This design comes from an exercise in tuning for small area, a short achievable clock period and few clock cycles on the open sky130 flow, not from production work.
Function was checked by simulation only, so behaviour that the tests miss may differ from the original.
No activity file was given, so power comes from the tool's default toggle rates.

==> harbor <==
## grid_cell_neighbor_enumerator
module grid_cell_neighbor_enumerator #(
    parameter int MAX_DIM = 1024
) (
    input  logic                            i_clk,
    input  logic                            i_rst_n,
    input  logic                            req_valid,
    output logic                            req_ready,
    input  logic [gcne_pkg::INDEX_W-1:0]    req_cell_index,
    output logic                            res_valid,
    input  logic                            res_ready,
    output logic [gcne_pkg::COORD_OUT_W-1:0] res_cell_i,
    output logic [gcne_pkg::COORD_OUT_W-1:0] res_cell_j,
    output logic [gcne_pkg::COORD_OUT_W-1:0] res_cell_k,
    output logic                            res_valid_res,
    output logic                            res_last,
    input  logic                            psel,
    input  logic                            penable,
    input  logic                            pwrite,
    input  logic [gcne_pkg::APB_ADDR_W-1:0] paddr,
    input  logic [gcne_pkg::APB_DATA_W-1:0] pwdata,
    output logic [gcne_pkg::APB_DATA_W-1:0] prdata,
    output logic                            pready
);
clock: 8.0 ns
lec_check: 0
abc_area: 1
cap_margin: 20
core_margin: 2
core_utilization: 70
cts_buf_list: sky130_fd_sc_hd__clkbuf_4 sky130_fd_sc_hd__clkbuf_8
setup_slack_margin: 4.9
slew_margin: 20
standard.sh (not shown) runs the stock make flow with config.mk's settings and CLKGATE_MAP_FILE= SYNTH_SCRIPT=/design/flow/synth_recipe.tcl, a recipe that flattens the netlist after the stock synthesis.
==> flow/flow/run.sh <==
#!/bin/bash
# The standard layout, with the port buffers inserted as the smallest buffer cell
# (resizing then sizes them up where timing needs it). Every input and output port
# still gets its own buffer.
set -euo pipefail
export BUFFER_PORTS_ARGS="-buffer_cell sky130_fd_sc_hd__buf_1"
bash standard.sh finish > standard_flow.log 2>&1
==> quartz (differences from harbor) <==
Settings changed: CORE_UTILIZATION 70 to 55, SETUP_SLACK_MARGIN 4.9 to 4.7.
==> summary.txt <==
Starting DRC count in detailed routing: quartz 835; harbor 990
Number of standard-cell rows in the floorplan: quartz 52; harbor 46
Number of signal-net buffers in the layout: quartz 110; harbor 121
Number of global-route vias before repair: quartz 9388; harbor 9760
Required time at the worst-slack endpoint: quartz 8.40 ns; harbor 6.40 ns
Fraction of layout cells with a size suffix above 1: quartz 7.08%; harbor 10.5%
Comb. pwr: quartz 513 uW; harbor 564 uW
Category of the worst setup path capture point: quartz register; harbor output port
Total placed cells including tap cells: quartz 1829; harbor 1774
Skew final: quartz 0.0162 ns; harbor 0.0137 ns
Fraction of area in multi-input gates: quartz 50.0%; harbor 50.4%
Area of the die: quartz 22000 um2; harbor 17400 um2
Capture point of the critical path: quartz r_rdata[9]$_DFF_P_; harbor req_ready
Hold slack: quartz 0.442 ns; harbor 0.423 ns
Proportion of cell area occupied by registers: quartz 33.4%; harbor 32.8%
LEAKAGE: quartz 0.00540 uW; harbor 0.00550 uW
Status: quartz timing/DRC/antenna clean; harbor timing/DRC/antenna clean
Testbench counts of harbor, summed over its fixed seeds: cycles 126,644.
Testbench counts of quartz, summed over its fixed seeds: cycles 126,644.

---

==> inputs of try-juniper <==
grid_cell_neighbor_enumerator, a different RTL version from the one above (not shown whole).
Settings: LEC_CHECK=0, CAP_MARGIN=20, CORE_MARGIN=2, CORE_UTILIZATION=40, SETUP_SLACK_MARGIN=4.5, SLEW_MARGIN=20; clock period 8.0 ns.
run.sh (not shown) runs the stock make flow with config.mk's settings and CLKGATE_MAP_FILE= SYNTH_SCRIPT=/design/flow/synth_recipe.tcl, a recipe that flattens the netlist after the stock synthesis.
Stock flow here: none of the scripts above is used.
==> try-indigo: changes against try-juniper <==
- SETUP_SLACK_MARGIN: 4.5 -> unset
==> try-violet: changes against try-juniper <==
--- a/flow/design.v
+++ b/flow/design.v
@@ -124,69 +124,81 @@
         bit_len = r;
     endfunction
     logic [SW-1:0]   last_i;
     logic [SW-1:0]   last_j;
     logic [SW-1:0]   last_k;
     assign last_i = i_size_i - SW'(1);
     assign last_j = i_size_j - SW'(1);
     assign last_k = i_size_k - SW'(1);
-    logic            r_dirty;
+    logic            r_dirty;    
+    logic            r_dirty2;
+    logic [NW-1:0]   r_part;     
     logic [NW-1:0]   r_wm1;      
+    logic            r_wm1_z;    
     logic            r_zero;     
     logic [NW-1:0]   nbits;
-    assign nbits = bit_len(last_i) + bit_len(last_j) + bit_len(last_k);
+    assign nbits = r_part + bit_len(last_k);
     always_ff @(posedge i_clk) begin
         if (!i_rst_n) begin
-            r_dirty <= 1'b1;
+            r_dirty2 <= 1'b1;
+            r_dirty  <= 1'b1;
         end else begin
-            r_dirty <= i_cfg_wr;
+            r_dirty2 <= i_cfg_wr;
+            r_dirty  <= i_cfg_wr || r_dirty2;
         end
+        r_part <= bit_len(last_i) + bit_len(last_j);
         r_wm1  <= (nbits == '0) ? '0 : nbits - NW'(1);
+        r_wm1_z <= (nbits <= NW'(1));
         r_zero <= (i_size_i == '0) || (i_size_j == '0) || (i_size_k == '0);
     end
     logic            r_act;      
     logic [NW-1:0]   r_cnt;      
+    logic            r_cnt_z;    
     logic            r_hi;       
     logic [NW-1:0]   sel;
     logic            last_tok;
     logic [gcne_pkg::INDEX_W-1:0] high_mask;
     logic            fetch;
     logic            stall;
     logic            r_a_valid;
     logic            r_a_bit;
     logic            r_a_first;
     logic            r_a_last;
     logic            r_a_rej;
     logic            a_free;
     logic            r_c_done;
+    logic            b_hold;
+    logic            r_b_valid;
+    logic            r_b_last;
     always_comb begin
         for (int b = 0; b < gcne_pkg::INDEX_W; b++) begin
             high_mask[b] = (NW'(b) > r_wm1);
         end
     end
     always_ff @(posedge i_clk) begin
         r_hi <= r_zero || ((i_req_cell_index & high_mask) != '0);
     end
     assign sel      = r_act ? r_cnt : r_wm1;
-    assign last_tok = r_act ? ((r_cnt == '0) || r_hi) : (r_wm1 == '0);
-    assign a_free      = !r_a_valid || !stall;
+    assign last_tok = r_act ? (r_cnt_z || r_hi) : r_wm1_z;
+    assign a_free      = !r_a_valid || (!stall && !b_hold);
     assign o_req_ready = last_tok && !r_dirty &&
-                         (!r_a_valid || !r_c_done || !i_job_busy);
+                         (!r_a_valid || ((!r_c_done || !i_job_busy) && !b_hold));
     assign fetch       = i_req_valid && !r_dirty && a_free && (!last_tok || o_req_ready);
     always_ff @(posedge i_clk) begin
         if (!i_rst_n) begin
             r_act <= 1'b0;
         end else if (fetch) begin
             r_act <= !last_tok;
         end
     end
     always_ff @(posedge i_clk) begin
         if (fetch) begin
-            r_cnt <= (r_act ? r_cnt : r_wm1) - NW'(1);
+            r_cnt   <= (r_act ? r_cnt : r_wm1) - NW'(1);
+            r_cnt_z <= ((r_act ? r_cnt : r_wm1) == NW'(1));
         end
     end
     always_ff @(posedge i_clk) begin
         if (!i_rst_n) begin
             r_a_valid <= 1'b0;
         end else if (a_free) begin
             r_a_valid <= fetch;
         end
@@ -194,44 +206,42 @@
     always_ff @(posedge i_clk) begin
         if (fetch) begin
             r_a_bit   <= i_req_cell_index[sel];
             r_a_first <= !r_act;
             r_a_last  <= last_tok;
             r_a_rej   <= r_act ? r_hi : (r_zero || (i_req_cell_index[gcne_pkg::INDEX_W-1:1] != '0));
         end
     end
-    logic            r_b_valid;
-    logic            r_b_last;
     logic            r_b_q;
     logic            r_b_first;
     logic            r_b_rej;
     logic [CW-1:0]   r_rem_j;
     logic [SW-1:0]   t1;
     logic [SW:0]     d1;
     assign t1 = {(r_a_first ? CW'(0) : r_rem_j), r_a_bit};
     assign d1 = {1'b0, t1} - {1'b0, i_size_j};
+    assign b_hold = r_a_first && r_b_valid && r_b_last;
     always_ff @(posedge i_clk) begin
         if (!i_rst_n) begin
             r_b_valid <= 1'b0;
         end else if (!stall) begin
-            r_b_valid <= r_a_valid;
+            r_b_valid <= r_a_valid && !b_hold;
         end
     end
     always_ff @(posedge i_clk) begin
-        if (!stall && r_a_valid) begin
+        if (!stall && r_a_valid && !b_hold) begin
             r_rem_j   <= CW'(d1[SW] ? t1 : d1[SW-1:0]);
             r_b_q     <= !d1[SW];
             r_b_first <= r_a_first;
             r_b_last  <= r_a_last;
             r_b_rej   <= r_a_rej;
         end
     end
     logic [CW-1:0]   r_rem_i;
-    logic [CW-1:0]   r_j;
     logic [CW-1:0]   r_k;
     logic            r_ovf;
     logic            r_c_rej;
     logic [SW-1:0]   t2;
     logic [SW:0]     d2;
     logic            q2;
     logic [CW-1:0]   k_prev;
     logic            step_c;
@@ -249,28 +259,27 @@
         end
     end
     always_ff @(posedge i_clk) begin
         if (step_c) begin
             r_rem_i <= CW'(q2 ? d2[SW-1:0] : t2);
             r_k     <= {k_prev[CW-2:0], q2};
             r_ovf   <= (!r_b_first && r_ovf) || k_prev[CW-1];
             r_c_rej <= r_b_rej;
-            r_j     <= r_rem_j;
         end
     end
     assign o_job_valid       = r_c_done;
     assign o_job_ok          = !r_c_rej && !r_ovf && (SW'(r_k) < i_size_k);
     assign o_job_i           = r_rem_i;
-    assign o_job_j           = r_j;
+    assign o_job_j           = r_rem_j;
     assign o_job_k           = r_k;
     assign o_job_flags.dec_i = (r_rem_i != '0);
     assign o_job_flags.inc_i = (SW'(r_rem_i) != last_i);
-    assign o_job_flags.dec_j = (r_j != '0);
-    assign o_job_flags.inc_j = (SW'(r_j) != last_j);
+    assign o_job_flags.dec_j = (r_rem_j != '0);
+    assign o_job_flags.inc_j = (SW'(r_rem_j) != last_j);
     assign o_job_flags.dec_k = (r_k != '0);
     assign o_job_flags.inc_k = (SW'(r_k) != last_k);
 endmodule
 module gcne_back #(
     parameter int COORD_W = 10
 ) (
     input  logic                 i_clk,
     input  logic                 i_rst_n,
@@ -300,16 +309,29 @@
         o = is_side ? gcne_pkg::side_offset(4'(p), gcne_pkg::OFF_ZERO)
                     : gcne_pkg::center_offset(4'(p));
         plane_jk = {o.dj, o.dk};
     endfunction
     function automatic logic jk_ok(logic [3:0] jk, gcne_pkg::t_nbr_flags f);
         jk_ok = gcne_pkg::axis_ok(jk[3:2], f.dec_j, f.inc_j) &
                 gcne_pkg::axis_ok(jk[1:0], f.dec_k, f.inc_k);
     endfunction
+    function automatic logic [2:0] off_step(gcne_pkg::t_off a, gcne_pkg::t_off b);
+        logic [2:0] r;
+        case ({a, b})
+            {gcne_pkg::OFF_ZERO, gcne_pkg::OFF_DEC}:  r = 3'b111;
+            {gcne_pkg::OFF_ZERO, gcne_pkg::OFF_INC}:  r = 3'b001;
+            {gcne_pkg::OFF_DEC,  gcne_pkg::OFF_ZERO}: r = 3'b001;
+            {gcne_pkg::OFF_DEC,  gcne_pkg::OFF_INC}:  r = 3'b010;
+            {gcne_pkg::OFF_INC,  gcne_pkg::OFF_ZERO}: r = 3'b111;
+            {gcne_pkg::OFF_INC,  gcne_pkg::OFF_DEC}:  r = 3'b110;
+            default:                                  r = 3'b000;
+        endcase
+        off_step = r;
+    endfunction
     function automatic t_walk walk(gcne_pkg::t_slot_off c, gcne_pkg::t_nbr_flags f);
         t_walk          w;
         logic           side;
         logic [3:0]     pos;
         logic [PS-1:0]  cand;
         logic           found;
         logic           two;
         logic           jk_any;
@@ -337,19 +359,17 @@
                      !((c.di == gcne_pkg::OFF_ZERO) && (f.dec_i || f.inc_i)) &&
                      !((c.di == gcne_pkg::OFF_DEC) && f.inc_i);
         end else begin
             w.off  = {((c.di == gcne_pkg::OFF_ZERO) && f.dec_i) ? gcne_pkg::OFF_DEC
                                                                 : gcne_pkg::OFF_INC,
                       gcne_pkg::OFF_ZERO, gcne_pkg::OFF_ZERO};
             w.last = !jk_any && !((w.off.di == gcne_pkg::OFF_DEC) && f.inc_i);
         end
-        w.step = {3'(gcne_pkg::off_val(w.off.di) - gcne_pkg::off_val(c.di)),
-                  3'(gcne_pkg::off_val(w.off.dj) - gcne_pkg::off_val(c.dj)),
-                  3'(gcne_pkg::off_val(w.off.dk) - gcne_pkg::off_val(c.dk))};
+        w.step = {off_step(c.di, w.off.di), off_step(c.dj, w.off.dj), off_step(c.dk, w.off.dk)};
         walk = w;
     endfunction
     function automatic logic [COORD_W-1:0] add_step(logic [COORD_W-1:0] x, logic [2:0] d);
         add_step = x + {{(COORD_W-3){d[2]}}, d};
     endfunction
     logic                   r_valid;
     logic                   r_last;
     logic                   r_vres;
@@ -357,22 +377,24 @@
     logic [COORD_W-1:0]     r_j;
     logic [COORD_W-1:0]     r_k;
     gcne_pkg::t_nbr_flags   r_flags;
     gcne_pkg::t_slot_off    r_noff;     
     logic [8:0]             r_nstep;    
     logic                   r_nlast;    
     t_walk                  w_run;
     t_walk                  w_load;
+    t_walk                  w;
     logic                   adv;
     logic                   more;
     logic                   step;
     logic                   load;
     assign w_run  = walk(r_noff, r_flags);
     assign w_load = walk('0, i_job_flags);
+    assign w      = more ? w_run : w_load;
     assign adv         = !r_valid || i_res_ready;
     assign more        = r_valid && !r_last;
     assign step        = adv && more;
     assign o_job_ready = adv && !more;
     assign load        = i_job_valid && o_job_ready;
     assign o_res_valid     = r_valid;
     assign o_res_cell_i    = r_i;
     assign o_res_cell_j    = r_j;
@@ -387,29 +409,29 @@
         end
     end
     always_ff @(posedge i_clk) begin
         if (step) begin
             r_last  <= r_nlast;
             r_i     <= add_step(r_i, r_nstep[8:6]);
             r_j     <= add_step(r_j, r_nstep[5:3]);
             r_k     <= add_step(r_k, r_nstep[2:0]);
-            r_noff  <= w_run.off;
-            r_nstep <= w_run.step;
-            r_nlast <= w_run.last;
+            r_noff  <= w.off;
+            r_nstep <= w.step;
+            r_nlast <= w.last;
         end else if (load) begin
             r_flags <= i_job_flags;
             r_vres  <= i_job_ok;
             r_last  <= !i_job_ok || (i_job_flags == '0);
             r_i     <= i_job_ok ? i_job_i : '0;
             r_j     <= i_job_ok ? i_job_j : '0;
             r_k     <= i_job_ok ? i_job_k : '0;
-            r_noff  <= w_load.off;
-            r_nstep <= w_load.step;
-            r_nlast <= w_load.last;
+            r_noff  <= w.off;
+            r_nstep <= w.step;
+            r_nlast <= w.last;
         end
     end
 endmodule
 module grid_cell_neighbor_enumerator #(
     parameter int MAX_DIM = 1024
 ) (
     input  logic                            i_clk,
     input  logic                            i_rst_n,
@@ -461,24 +483,26 @@
                 gcne_pkg::REG_SIZE_I: r_size_i <= pwdata[gcne_pkg::CFG_REG_W-1:0];
                 gcne_pkg::REG_SIZE_J: r_size_j <= pwdata[gcne_pkg::CFG_REG_W-1:0];
                 gcne_pkg::REG_SIZE_K: r_size_k <= pwdata[gcne_pkg::CFG_REG_W-1:0];
                 default: begin
                 end
             endcase
         end
     end
-    always_comb begin
+    logic [gcne_pkg::CFG_REG_W-1:0] r_rdata;
+    always_ff @(posedge i_clk) begin
         case (cfg_sel)
-            gcne_pkg::REG_SIZE_I: prdata = gcne_pkg::APB_DATA_W'(r_size_i);
-            gcne_pkg::REG_SIZE_J: prdata = gcne_pkg::APB_DATA_W'(r_size_j);
-            gcne_pkg::REG_SIZE_K: prdata = gcne_pkg::APB_DATA_W'(r_size_k);
-            default:    prdata = '0;
+            gcne_pkg::REG_SIZE_I: r_rdata <= r_size_i;
+            gcne_pkg::REG_SIZE_J: r_rdata <= r_size_j;
+            gcne_pkg::REG_SIZE_K: r_rdata <= r_size_k;
+            default:    r_rdata <= '0;
         endcase
     end
+    assign prdata = gcne_pkg::APB_DATA_W'(r_rdata);
     assign eff_i = (32'(r_size_i) > 32'(MAX_DIM)) ? SW'(MAX_DIM) : SW'(r_size_i);
     assign eff_j = (32'(r_size_j) > 32'(MAX_DIM)) ? SW'(MAX_DIM) : SW'(r_size_j);
     assign eff_k = (32'(r_size_k) > 32'(MAX_DIM)) ? SW'(MAX_DIM) : SW'(r_size_k);
     gcne_front #(
         .MAX_DIM (MAX_DIM)
     ) u_front (
         .i_clk            (i_clk),
         .i_rst_n          (i_rst_n),
==> summary.txt <==
try-juniper completed without violations. try-indigo finished clean. try-violet ran to the end with no violations.
Count of clock-buffer cells in the layout: try-juniper < try-indigo < try-violet.
Between try-indigo and try-violet, the lower die area is in try-violet (gap 0.36%, measured against try-violet).
Between try-violet and try-indigo, the lower via count is in try-indigo (gap 4.6%, measured against try-indigo).
Combinational power, highest first: try-juniper, try-violet, try-indigo.
The highest clock power belongs to try-indigo, the lowest to try-violet.
Clock skew: try-juniper is higher than try-indigo (0.0036 ns).
Worst hold slack: try-violet is better than try-juniper (0.0049 ns).
Testbench counts of try-juniper, summed over its fixed seeds: cycles 128,024.
Testbench counts of try-indigo, summed over its fixed seeds: cycles 128,024.
Testbench counts of try-violet, summed over its fixed seeds: cycles 128,706.

port drivers added, routing unchanged:
How much do the figures lean on ideal ports? The routed layouts below were timed once more, with nothing changed but the port constraints. Step 1 (the two cells are an assumption about what drives the block):
set clk [get_ports {i_clk}]
set_driving_cell -lib_cell sky130_fd_sc_hd__clkbuf_16 $clk
set_driving_cell -lib_cell sky130_fd_sc_hd__buf_2 [delete_from_list [all_inputs] $clk]
Step 2 adds t to the input delays and takes it off the output delays; t is the mean of the earliest and latest rising clock arrival at the registers after step 1. Input paths then give back, and output paths get back, about the clock's delay inside the block. Slacks: no drivers / after step 1 / after step 2; pairs: no drivers / after step 1.
run	shift t [ns]	setup WS [ns]	worst register clock-pin slew, ns
harbor	0.504	4.955 / 4.917 / 4.513	0.09 / 0.09
quartz	0.509	4.866 / 4.866 / 4.363	0.10 / 0.10
try-juniper	0.472	4.048 / 3.964 / 3.964	0.07 / 0.07
try-indigo	0.473	2.354 / 2.333 / 2.333	0.07 / 0.07
try-violet	0.476	4.246 / 4.246 / 4.246	0.07 / 0.07
After both steps every run listed still meets setup and hold. For quartz, which loses most, drivers alone change the setup slack by 0.000 ns; drivers and shift together by -0.503 ns.
